This is an optimization exercise on Yosys and OpenROAD, whose aim is small area, not a production implementation. At most, simulation tests tie the RTL to the original design; equivalence was not proved. Power and IR drop assume default switching activity.

==> flow/design.v (excerpt) <==
module multicycle_datapath
#(
  parameter int                DATA_W   = 32,
  parameter int                ADDR_W   = 32,
  parameter logic [ADDR_W-1:0] RESET_PC = '0
) (
  input  logic              clk,
  input  logic              reset,
  output logic [ADDR_W-1:0] imem_addr,
  input  logic [31:0]       imem_rdata,
  output logic [ADDR_W-1:0] dmem_addr,
  output logic [DATA_W-1:0] dmem_wdata,
  output logic              dmem_rd,
  output logic              dmem_wr,
  input  logic [DATA_W-1:0] dmem_rdata,
  input  logic              dmem_ready,
  output logic [DATA_W-1:0] Dout,
  output logic [3:0]        flags,
  output logic              illegal
);
  multicycle_datapath_pkg::state_e state;
  logic [ADDR_W-1:2] pc;
  logic [3:0]        kls;        
  logic [4:0]        rs;
  logic [4:0]        rt;
  logic [15:0]       imm16;
  logic [DATA_W-1:0] regs [1:31];
  logic [DATA_W-1:0] a_q;
  logic [DATA_W-1:0] dout_q;
  logic [3:0]        flags_q;
  ...
Size: ~3600 cells after synthesis, ~1100 flip-flops, roughly 200 I/O pins, roughly 49000 sq um of cells after synthesis.
clock: 10.0 ns
lec_check: 0
cap_margin: 20
core_margin: 2
core_utilization: 40
slew_margin: 20
run.sh (not shown) runs the stock make flow with config.mk's settings and CLKGATE_MAP_FILE= SYNTH_SCRIPT=/design/flow/synth_recipe.tcl, a recipe that flattens the netlist after the stock synthesis.
Edit:
--- a/flow/config.mk
+++ b/flow/config.mk
@@ -10,2 +10,4 @@
 export CORE_UTILIZATION = 40
+export CTS_BUF_LIST = sky130_fd_sc_hd__clkbuf_8
 export SLEW_MARGIN = 20
+export SYNTH_HIERARCHICAL = 1
Outcome:
- clock power came out lower by 14%
- sequential share of layout area rose by 4.9 points
- final cell count is lower by 11%
Edit:
--- a/flow/config.mk
+++ b/flow/config.mk
@@ -10,3 +10,2 @@
 export CORE_UTILIZATION = 40
-export CTS_BUF_LIST = sky130_fd_sc_hd__clkbuf_8
 export SLEW_MARGIN = 20
Effect: The new run produced a clean layout; via count went down by 0.44%; register-to-register slack stays flat; sequential share of layout area went down by 0.50 points; global-route usage went down by 0.13 points; count of clock-buffer cells in the layout went down by 52; area after synthesis does not change; total power went up by 4.4%.
No run of this note included a check of the RTL's function; only the layout flow was run.

run A:
multicycle_datapath, a different RTL version from the one above (not shown whole).
For scale: roughly 4,000 cells after synthesis, about 200 I/O pins, about 45,000 sq um of cells after synthesis.
Design multicycle_datapath, start of the top module:
module multicycle_datapath
#(
  parameter int                DATA_W   = 32,
  parameter int                ADDR_W   = 32,
  parameter logic [ADDR_W-1:0] RESET_PC = '0
) (
  input  logic              clk,
  input  logic              reset,
  output logic [ADDR_W-1:0] imem_addr,
  input  logic [31:0]       imem_rdata,
  output logic [ADDR_W-1:0] dmem_addr,
  output logic [DATA_W-1:0] dmem_wdata,
  output logic              dmem_rd,
  output logic              dmem_wr,
  input  logic [DATA_W-1:0] dmem_rdata,
  input  logic              dmem_ready,
  output logic [DATA_W-1:0] Dout,
  output logic [3:0]        flags,
  output logic              illegal
);
export LEC_CHECK = 0
export CAP_MARGIN = 20
export CORE_MARGIN = 2
export CORE_UTILIZATION = 60
export CTS_BUF_LIST = sky130_fd_sc_hd__clkbuf_16
export CTS_CLUSTER_DIAMETER = 100
export CTS_CLUSTER_SIZE = 30
export SLEW_MARGIN = 20
export SYNTH_HIERARCHICAL = 1
create_clock -name core_clock -period 10.0 [get_ports {clk}]
standard.sh (not shown) runs the stock make flow with config.mk's settings and CLKGATE_MAP_FILE= SYNTH_SCRIPT=/design/flow/synth_recipe.tcl, a recipe that flattens the netlist after the stock synthesis.
==> flow/flow/run.sh <==
#!/bin/bash
# Own layout flow. It is the standard ORFS flow with three changes:
#  * the register-file read multiplexer (module mc_rf_read, which holds no
#    registers) is taken from flow/rf_read_gl.v, a hand-mapped gate-level
#    version of the same logic; the rest of the design goes through the
#    standard synthesis unchanged (synth_recipe.tcl);
#  * the port buffers use the smallest buffer cell;
#  * the clock tree is built without dummy loads.
# The standard synthesis of the unmodified design is also run (in std/) and
# its registers (names and cell types) are compared with ours.
# Each tool's output goes to a log of its own in this folder (std_synth.log,
# make.log, def.log); ORFS's per-step logs stay under orfs/logs and std/logs.
set -euo pipefail
W=$(pwd)

# design with the gate-level read multiplexer
python3 - "$W" <<'PY'
import re, sys
w = sys.argv[1]
src = open(f"{w}/design.v").read()
gl = open(f"{w}/flow/rf_read_gl.v").read()
new, n = re.subn(r"^module mc_rf_read\b.*?^endmodule\b", lambda m: gl.strip(), src, flags=re.S | re.M)
assert n == 1, "mc_rf_read not found exactly once"
open(f"{w}/design_gl.v", "w").write(new)
cfg = open(f"{w}/config.mk").read()
cfg2 = re.sub(r"^export VERILOG_FILES = .*$", f"export VERILOG_FILES = {w}/design_gl.v", cfg, flags=re.M)
assert cfg2 != cfg
open(f"{w}/config_gl.mk", "w").write(cfg2)
PY

# reference: the standard synthesis
sed -e "s#WORK_HOME=[^ ]*#WORK_HOME=$W/std#" standard.sh > std.sh
bash std.sh synth > std_synth.log 2>&1

# the layout
sed -e "s#DESIGN_CONFIG=[^ ]*#DESIGN_CONFIG=$W/config_gl.mk#" standard.sh > own.sh
export BUFFER_PORTS_ARGS="-buffer_cell sky130_fd_sc_hd__buf_1"
export CTS_ARGS="-sink_clustering_enable -repair_clock_nets -sink_clustering_size 28 -sink_clustering_max_diameter 100 -buf_list sky130_fd_sc_hd__clkbuf_16 -dont_use_dummy_load"
bash own.sh synth > make.log 2>&1

# same registers as the standard synthesis?
python3 - "$W" <<'PY'
import re, sys
w = sys.argv[1]
def flops(p):
    v = open(p).read()
    return sorted((n, c) for c, n in re.findall(r"^\s*(sky130_fd_sc_hd__\w*df\w*)\s+(\S+)\s*\(", v, re.M))
a = flops(f"{w}/std/results/sky130hd/multicycle_datapath/base/1_2_yosys.v")
b = flops(f"{w}/orfs/results/sky130hd/multicycle_datapath/base/1_2_yosys.v")
print("registers:", len(a), len(b), "same" if a == b else "DIFFERENT")
assert a and a == b
PY

bash own.sh finish >> make.log 2>&1
Other scripts of this flow, unchanged in this note and not shown: flow/flow/rf_read_gl.v
The inputs of run B differ from those of run A as listed below.
--- a/flow/flow/run.sh
+++ b/flow/flow/run.sh
@@ -36,0 +37 @@
+export RECOVER_POWER=100
--- a/flow/config.mk
+++ b/flow/config.mk
@@ -10 +10 @@
-export CORE_UTILIZATION = 60
+export CORE_UTILIZATION = 40
--- outcome ---
- Run B had finished all stages when the layout checks came back failing, citing max-capacitance violations, max-slew violations.
- The clock network contribution to total cell area on run B is in line with that on run A.
- Synthesized-area fraction occupied by xor and xnor cells: run B vs run A, no meaningful difference
- pc[13] as the end point of the critical path was reported by run B, and pc[24] by run A.
- Compared to run A, run B has total iterations of the first detailed-routing run 4 lower.
- Lower area of the die was reported by run A, not run B.
Inputs modified between run B and run C:
--- a/flow/flow/run.sh
+++ b/flow/flow/run.sh
@@ -37 +36,0 @@
-export RECOVER_POWER=100
## What came out
- Run C reached the end of the flow, and the finished layout is clean on the timing, DRC and antenna checks.
- Combinational fraction of design power: run B and run C compared, lower one is run B
- Diff run C..run B | share of the yosys chip area belonging to registers | unchanged
- In terms of total vias in the final route, run B and run C differ only marginally.
- Core util | run C vs run B | run C higher
- Summary of run C over run B: sum of routed wire segments on met1 higher, minimum clock period has decreased, sequential share of layout area down 0.33 points, data required time at the worst endpoint essentially unchanged.

multicycle_datapath, a different RTL version from the one above (not shown whole).
Size in the first run: roughly 3100 cells after synthesis, about 200 I/O pins, roughly 0.046 mm2 of cells after synthesis.
export LEC_CHECK = 0
export CAP_MARGIN = 20
export CORE_MARGIN = 2
export CORE_UTILIZATION = 40
export CTS_BUF_LIST = sky130_fd_sc_hd__clkbuf_8
export CTS_CLUSTER_DIAMETER = 60
export CTS_CLUSTER_SIZE = 16
export SLEW_MARGIN = 20
export SYNTH_HIERARCHICAL = 1
create_clock -name core_clock -period 10.0 [get_ports {clk}]
run.sh (not shown) runs the stock make flow with config.mk's settings and CLKGATE_MAP_FILE= SYNTH_SCRIPT=/design/flow/synth_recipe.tcl, a recipe that flattens the netlist after the stock synthesis.
Stock flow here: none of the scripts above is used.
Next try:
==> flow/flow/run.sh (new file) <==
#!/bin/bash
# Own layout flow: the standard ORFS flow (standard synthesis unchanged),
# with the port buffers made from the smallest buffer cell and the clock
# tree built without dummy loads. Each tool's output goes to its own log
# here (make.log; ORFS's per-step logs stay under orfs/logs).
set -euo pipefail
export BUFFER_PORTS_ARGS="-buffer_cell sky130_fd_sc_hd__buf_1"
export CTS_ARGS="-sink_clustering_enable -repair_clock_nets -sink_clustering_size 30 -sink_clustering_max_diameter 60 -buf_list sky130_fd_sc_hd__clkbuf_16 -dont_use_dummy_load"
bash standard.sh finish > make.log 2>&1
==> flow/standard.sh (new file) <==
#!/bin/bash
# synth_recipe.tcl (not shown) runs the flow's synth.tcl, then flattens the netlist and writes it again
# the make line also repeats each setting of config.mk as NAME=value (left out here)
make -C /OpenROAD-flow-scripts/flow DESIGN_CONFIG=/design/flow/config.mk WORK_HOME=/design/flow/orfs CLKGATE_MAP_FILE= SYNTH_SCRIPT=/design/flow/synth_recipe.tcl "${@:-finish}"
--- a/flow/config.mk
+++ b/flow/config.mk
@@ -6,10 +6,10 @@
 export NUM_CORES = 4
 export LEC_CHECK = 0
-export CAP_MARGIN = 20
+export CAP_MARGIN = 0
 export CORE_MARGIN = 2
 export CORE_UTILIZATION = 40
-export CTS_BUF_LIST = sky130_fd_sc_hd__clkbuf_8
+export CTS_BUF_LIST = sky130_fd_sc_hd__clkbuf_16
 export CTS_CLUSTER_DIAMETER = 60
-export CTS_CLUSTER_SIZE = 16
-export SLEW_MARGIN = 20
+export CTS_CLUSTER_SIZE = 30
+export SLEW_MARGIN = 0
 export SYNTH_HIERARCHICAL = 1
removed: flow/run.sh
Result: Core utilization falls by 1.2 points. Worst setup slack is better by 0.051 ns. Final area went down by 2.6%. Register-to-register slack is better by 0.05 ns. Non-clock buffer count goes down by 12. Clock skew came out higher by 0.036 ns. Critical path depth is unchanged. Sequential cell count is unchanged. Die area does not change. Global-route usage went down by 0.67 points. Final cell count decreases by 1.6%.

== v43 ==
Starting RTL as in the previous note.
==> flow/config.mk <==
export PLATFORM = sky130hd
export DESIGN_NAME = multicycle_datapath
export DESIGN_NICKNAME = multicycle_datapath
export VERILOG_FILES = /design/flow/design.v
export SDC_FILE = /design/flow/constraint.sdc
export NUM_CORES = 4
export LEC_CHECK = 0
export CAP_MARGIN = 20
export CORE_MARGIN = 2
export CORE_UTILIZATION = 40
export CTS_BUF_LIST = sky130_fd_sc_hd__clkbuf_16
export CTS_CLUSTER_DIAMETER = 100
export CTS_CLUSTER_SIZE = 30
export SLEW_MARGIN = 20
export SYNTH_HIERARCHICAL = 1
==> flow/constraint.sdc <==
create_clock -name core_clock -period 10.0 [get_ports {clk}]
set_input_delay 2.0000 -clock core_clock [delete_from_list [all_inputs] [get_ports {clk}]]
set_output_delay 2.0000 -clock core_clock [all_outputs]
set_load 0.01 [all_outputs]
standard.sh (not shown) runs the stock make flow with config.mk's settings and CLKGATE_MAP_FILE= SYNTH_SCRIPT=/design/flow/synth_recipe.tcl, a recipe that flattens the netlist after the stock synthesis.
==> flow/flow/run.sh <==
#!/bin/bash
# Own layout flow. It is the standard ORFS flow with three changes:
#  * the register-file read multiplexer (module mc_rf_read, which holds no
#    registers) is taken from flow/rf_read_gl.v, a hand-mapped gate-level
#    version of the same logic; the rest of the design goes through the
#    standard synthesis unchanged (synth_recipe.tcl);
#  * the port buffers use the smallest buffer cell;
#  * the clock tree is built without dummy loads.
# The standard synthesis of the unmodified design is also run (in std/) and
# its registers (names and cell types) are compared with ours.
# Each tool's output goes to a log of its own in this folder (std_synth.log,
# make.log, def.log); ORFS's per-step logs stay under orfs/logs and std/logs.
set -euo pipefail
W=$(pwd)

# design with the gate-level read multiplexer
python3 - "$W" <<'PY'
import re, sys
w = sys.argv[1]
src = open(f"{w}/design.v").read()
gl = open(f"{w}/flow/rf_read_gl.v").read()
new, n = re.subn(r"^module mc_rf_read\b.*?^endmodule\b", lambda m: gl.strip(), src, flags=re.S | re.M)
assert n == 1, "mc_rf_read not found exactly once"
open(f"{w}/design_gl.v", "w").write(new)
cfg = open(f"{w}/config.mk").read()
cfg2 = re.sub(r"^export VERILOG_FILES = .*$", f"export VERILOG_FILES = {w}/design_gl.v", cfg, flags=re.M)
assert cfg2 != cfg
open(f"{w}/config_gl.mk", "w").write(cfg2)
PY

# reference: the standard synthesis
sed -e "s#WORK_HOME=[^ ]*#WORK_HOME=$W/std#" standard.sh > std.sh
bash std.sh synth > std_synth.log 2>&1

# the layout
sed -e "s#DESIGN_CONFIG=[^ ]*#DESIGN_CONFIG=$W/config_gl.mk#" standard.sh > own.sh
export BUFFER_PORTS_ARGS="-buffer_cell sky130_fd_sc_hd__buf_1"
export CTS_ARGS="-sink_clustering_enable -repair_clock_nets -sink_clustering_size 30 -sink_clustering_max_diameter 60 -buf_list sky130_fd_sc_hd__clkbuf_16 -dont_use_dummy_load"
bash own.sh synth > make.log 2>&1

# same registers as the standard synthesis?
python3 - "$W" <<'PY'
import re, sys
w = sys.argv[1]
def flops(p):
    v = open(p).read()
    return sorted((n, c) for c, n in re.findall(r"^\s*(sky130_fd_sc_hd__\w*df\w*)\s+(\S+)\s*\(", v, re.M))
a = flops(f"{w}/std/results/sky130hd/multicycle_datapath/base/1_2_yosys.v")
b = flops(f"{w}/orfs/results/sky130hd/multicycle_datapath/base/1_2_yosys.v")
print("registers:", len(a), len(b), "same" if a == b else "DIFFERENT")
assert a and a == b
PY

bash own.sh finish >> make.log 2>&1
Other scripts of this flow, unchanged in this note and not shown: flow/flow/rf_read_gl.v
Setup changes, v43 to v36
-- flow/flow/run.sh --
<<< v43, line 38
export CTS_ARGS="-sink_clustering_enable -repair_clock_nets -sink_clustering_size 30 -sink_clustering_max_diameter 60 -buf_list sky130_fd_sc_hd__clkbuf_16 -dont_use_dummy_load"
>>> v36, line 38
export CTS_ARGS="-sink_clustering_enable -repair_clock_nets -sink_clustering_size 30 -sink_clustering_max_diameter 80 -buf_list sky130_fd_sc_hd__clkbuf_16 -dont_use_dummy_load"
## What came out
- v36 against v43: number of standard cells in the layout, taps in and fillers out decreased by 27 relative to the old numbers; utilization decreased by 0.64 points relative to the old numbers; clock group share of total power decreased by 4.0 points relative to the old numbers; share of total power consumed by net switching increased by 0.88 points relative to the old numbers; iteration-0 DRC count of the detailed router increased by 141 relative to the old numbers.
- v36 completed end to end with timing, DRC and antenna clean.
- Status: fraction of the cycle the final worst path needs parity (v36, v43)
- The worst hold margin in v36 sits 0.0078 ns above the value recorded for v43.
- For maximum frequency from static timing analysis, v43 and v36 come out practically identical.
- v36 vs. v43: sequential share of layout area saw an increase; non-clock buffer count picked up an extra 0.67%.
--- input diff v36..v2 ---
-- flow/flow/run.sh --
<<< v36, line 38
export CTS_ARGS="-sink_clustering_enable -repair_clock_nets -sink_clustering_size 30 -sink_clustering_max_diameter 80 -buf_list sky130_fd_sc_hd__clkbuf_16 -dont_use_dummy_load"
>>> v2, line 38
export CTS_ARGS="-sink_clustering_enable -repair_clock_nets -sink_clustering_size 28 -sink_clustering_max_diameter 100 -buf_list sky130_fd_sc_hd__clkbuf_16 -dont_use_dummy_load"
For v2, the worst setup path startpoint was state[0], unlike v36, where it was state[2].
Compared with v36, v2 shows a lower cell-internal power.
Re minimum clock period after layout: v2 and v36 aren't equal, and the higher value belongs to v2.
v2 — fraction of power spent switching nets 0.16 points higher, v36 as reference

## north
multicycle_datapath again, from the RTL that the note above started with.
export LEC_CHECK = 0
export CAP_MARGIN = 20
export CORE_MARGIN = 2
export CORE_UTILIZATION = 40
export CTS_BUF_LIST = sky130_fd_sc_hd__clkbuf_16
export CTS_CLUSTER_DIAMETER = 100
export CTS_CLUSTER_SIZE = 30
export SLEW_MARGIN = 20
export SYNTH_HIERARCHICAL = 1
create_clock -name core_clock -period 10.0 [get_ports {clk}]
==> flow/flow/run.sh <==
#!/bin/bash
# Own layout flow: the standard ORFS flow (standard synthesis unchanged),
# with the port buffers made from the smallest buffer cell and the clock
# tree built without dummy loads. Each tool's output goes to its own log
# here (make.log; ORFS's per-step logs stay under orfs/logs).
set -euo pipefail
export BUFFER_PORTS_ARGS="-buffer_cell sky130_fd_sc_hd__buf_1"
export CTS_ARGS="-sink_clustering_enable -repair_clock_nets -sink_clustering_size 30 -sink_clustering_max_diameter 100 -buf_list sky130_fd_sc_hd__clkbuf_16 -dont_use_dummy_load"
bash standard.sh finish > make.log 2>&1
north completed end to end with timing, DRC and antenna clean.
--- input diff north..south ---
Settings: CTS_CLUSTER_SIZE: 30 -> unset; CTS_BUF_LIST: sky130_fd_sc_hd__clkbuf_16 -> unset; CTS_CLUSTER_DIAMETER: 100 -> unset.
==> flow/run.sh (new file) <==
#!/bin/bash
# synth_recipe.tcl (not shown) runs the flow's synth.tcl, then flattens the netlist and writes it again
# the make line also repeats each setting of config.mk as NAME=value (left out here)
make -C /OpenROAD-flow-scripts/flow DESIGN_CONFIG=/design/flow/config.mk WORK_HOME=/design/flow/orfs CLKGATE_MAP_FILE= SYNTH_SCRIPT=/design/flow/synth_recipe.tcl finish
removed: flow/flow/run.sh
removed: flow/standard.sh
Results
- Summary of south over north: utilization picked up an extra 3.3 points, final critical path time including I/O delays and setup picked up an extra 0.023 ns, part of the cycle the worst path needs picked up an extra 0.23 points, count of different cell masters after synthesis neither gained nor lost much.
- The setup slack in south sits 0.023 ns below the value recorded for north.
- south: done, clean on timing, DRC and antenna
- north: full flow OK, the timing, DRC and antenna checks passed
- south vs north — max-slew headroom at the worst pin dropped 2.1 points.
For east, these inputs were changed with respect to south:
Settings: setting CTS_CLUSTER_DIAMETER to 100 for the first time; setting CTS_BUF_LIST to sky130_fd_sc_hd__clkbuf_16 for the first time; setting CTS_CLUSTER_SIZE to 30 for the first time.
==> flow/flow/run.sh (new file) <==
#!/bin/bash
# Own layout flow: the standard ORFS flow (standard synthesis unchanged),
# with the port buffers made from the smallest buffer cell and the clock
# tree built without dummy loads. Each tool's output goes to its own log
# here (make.log; ORFS's per-step logs stay under orfs/logs).
set -euo pipefail
export BUFFER_PORTS_ARGS="-buffer_cell sky130_fd_sc_hd__buf_1"
export CTS_ARGS="-sink_clustering_enable -repair_clock_nets -sink_clustering_size 30 -sink_clustering_max_diameter 60 -buf_list sky130_fd_sc_hd__clkbuf_16 -dont_use_dummy_load"
bash standard.sh finish > make.log 2>&1
==> flow/standard.sh (new file) <==
#!/bin/bash
# synth_recipe.tcl (not shown) runs the flow's synth.tcl, then flattens the netlist and writes it again
# the make line also repeats each setting of config.mk as NAME=value (left out here)
make -C /OpenROAD-flow-scripts/flow DESIGN_CONFIG=/design/flow/config.mk WORK_HOME=/design/flow/orfs CLKGATE_MAP_FILE= SYNTH_SCRIPT=/design/flow/synth_recipe.tcl "${@:-finish}"
removed: flow/run.sh
==> notes.md <==
east has completed all stages; timing, DRC and antenna checks passed. Maximum fanout along the worst path was lower in the run labelled east. Going from south to east, the proportion of cell area occupied by registers was found to have gone up by 3.9 points. Compare south and east | final area higher: south. east: met2 routed wirelength is 4.9% lower than what south reported. In the metrics for south and east, the one carrying the lower endpoint arrival time on the critical path is east. east vs. south: minimum setup slack among reg-to-reg paths held steady; share of the clock period used by the worst path after layout held steady. Diff south -> east | first-pass GRT wire length | decrease of about 4%. The fill cell instance count of the final layout in east sits 207 above the value recorded for south.
For west, these inputs were changed with respect to east:
==> flow/run.sh (new file) <==
#!/bin/bash
# synth_recipe.tcl (not shown) runs the flow's synth.tcl, then flattens the netlist and writes it again
# the make line also repeats each setting of config.mk as NAME=value (left out here)
make -C /OpenROAD-flow-scripts/flow DESIGN_CONFIG=/design/flow/config.mk WORK_HOME=/design/flow/orfs CLKGATE_MAP_FILE= SYNTH_SCRIPT=/design/flow/synth_recipe.tcl finish
removed: flow/flow/run.sh
removed: flow/standard.sh
--- outcome ---
- west finished all stages; the layout is clean.
- Compared to east, west has hold slack 0.011 ns higher.
- In the flow results for east and west, the final-layout fill cell count is larger on east.
- Measured against each other, east and west differ in share of the clock period used by the worst path, the higher figure coming from west.
- Looking at total half-perimeter wirelength after legalization and detailed placement, west sits about 1.2% above east.
- STATUS maximum frequency: west loses against east
- Of east and west, west shows the lower number of global-route vias before repair, with east above it.
Here is what was changed in the inputs of middle compared with west.
==> flow/flow/run.sh (new file) <==
#!/bin/bash
# Own layout flow: the standard ORFS flow (standard synthesis unchanged),
# with the port buffers made from the smallest buffer cell and the clock
# tree built without dummy loads. Each tool's output goes to its own log
# here (make.log; ORFS's per-step logs stay under orfs/logs).
set -euo pipefail
export BUFFER_PORTS_ARGS="-buffer_cell sky130_fd_sc_hd__buf_1"
export CTS_ARGS="-sink_clustering_enable -repair_clock_nets -sink_clustering_size 26 -sink_clustering_max_diameter 100 -buf_list sky130_fd_sc_hd__clkbuf_16 -dont_use_dummy_load"
bash standard.sh finish > make.log 2>&1
==> flow/standard.sh (new file) <==
#!/bin/bash
# synth_recipe.tcl (not shown) runs the flow's synth.tcl, then flattens the netlist and writes it again
# the make line also repeats each setting of config.mk as NAME=value (left out here)
make -C /OpenROAD-flow-scripts/flow DESIGN_CONFIG=/design/flow/config.mk WORK_HOME=/design/flow/orfs CLKGATE_MAP_FILE= SYNTH_SCRIPT=/design/flow/synth_recipe.tcl "${@:-finish}"
removed: flow/run.sh
Notes after the runs:
The power density over the cells on west is in line with that on middle.
middle vs. west: met1 routed wirelength after detailed routing now smaller, placement-stage cell area now smaller, wire length on met3 now smaller.
Diff west -> middle | maximum operating frequency | up slightly
Compared with west, middle shows share of the final layout cell area in multi-input gates higher by 0.60 points.
Per the comparison of middle with west, final wirelength decreased 3.1%; residual DRC count essentially unchanged; number of standard cells after synthesis essentially unchanged; portion of the clock cycle consumed by the worst path in the final layout decreased 0.54 points.
Utilization after layout | middle below west

re-timing with driven ports:
In the flow no input, the clock included, has a driving cell. The finished layouts below were timed again as built, in two steps.
Step 1: set_driving_cell puts a clkbuf_16 on clk and a buf_2 on each other input, an assumption about the parent block.
Step 2 also shifts input and output timing later by t, the mid clock arrival at the registers, as if the neighbouring blocks saw the same clock.
a / b / c = ideal / step 1 / step 2; a / b = the first two.
| run | shift t [ns] | setup WS [ns] | hold slack, ns | worst setup path after step 2 | clock arrival spread, ns |
|---|---|---|---|---|---|
| the first run of note 1 | 0.817 | 0.361 / 0.361 / 0.361 | 0.465 / 0.465 / 0.465 | register to register | 0.040 / 0.040 |
| the second run of note 1 | 0.897 | 0.594 / 0.594 / 0.594 | 0.457 / 0.457 / 0.457 | register to register | 0.049 / 0.049 |
| the third run of note 1 | 0.757 | 0.594 / 0.594 / 0.594 | 0.457 / 0.457 / 0.457 | register to register | 0.039 / 0.040 |
| run A | 0.693 | 0.364 / 0.364 / 0.364 | 0.482 / 0.482 / 0.482 | register to register | 0.086 / 0.086 |
| run B | 0.722 | 0.449 / 0.449 / 0.449 | 0.478 / 0.478 / 0.478 | register to register | 0.059 / 0.059 |
| run C | 0.718 | 0.455 / 0.455 / 0.455 | 0.476 / 0.476 / 0.476 | register to register | 0.057 / 0.058 |
| the first run of note 3 | 0.819 | 0.575 / 0.575 / 0.575 | 0.459 / 0.459 / 0.459 | register to register | 0.047 / 0.046 |
| the second run of note 3 | 0.704 | 0.626 / 0.626 / 0.626 | 0.454 / 0.454 / 0.454 | register to register | 0.083 / 0.083 |
| v43 | 0.694 | 0.406 / 0.406 / 0.406 | 0.456 / 0.456 / 0.456 | register to register | 0.120 / 0.120 |
| v36 | 0.699 | 0.397 / 0.397 / 0.397 | 0.464 / 0.464 / 0.464 | register to register | 0.078 / 0.079 |
| v2 | 0.696 | 0.379 / 0.379 / 0.379 | 0.464 / 0.464 / 0.464 | register to register | 0.094 / 0.093 |
| north | 0.696 | 0.618 / 0.618 / 0.618 | 0.462 / 0.462 / 0.462 | register to register | 0.068 / 0.068 |
| south | 0.757 | 0.594 / 0.594 / 0.594 | 0.457 / 0.457 / 0.457 | register to register | 0.039 / 0.040 |
| east | 0.694 | 0.608 / 0.608 / 0.608 | 0.454 / 0.454 / 0.454 | register to register | 0.070 / 0.069 |
| west | 0.720 | 0.525 / 0.525 / 0.525 | 0.465 / 0.465 / 0.465 | register to register | 0.036 / 0.036 |
| middle | 0.708 | 0.579 / 0.579 / 0.579 | 0.457 / 0.457 / 0.457 | register to register | 0.038 / 0.038 |
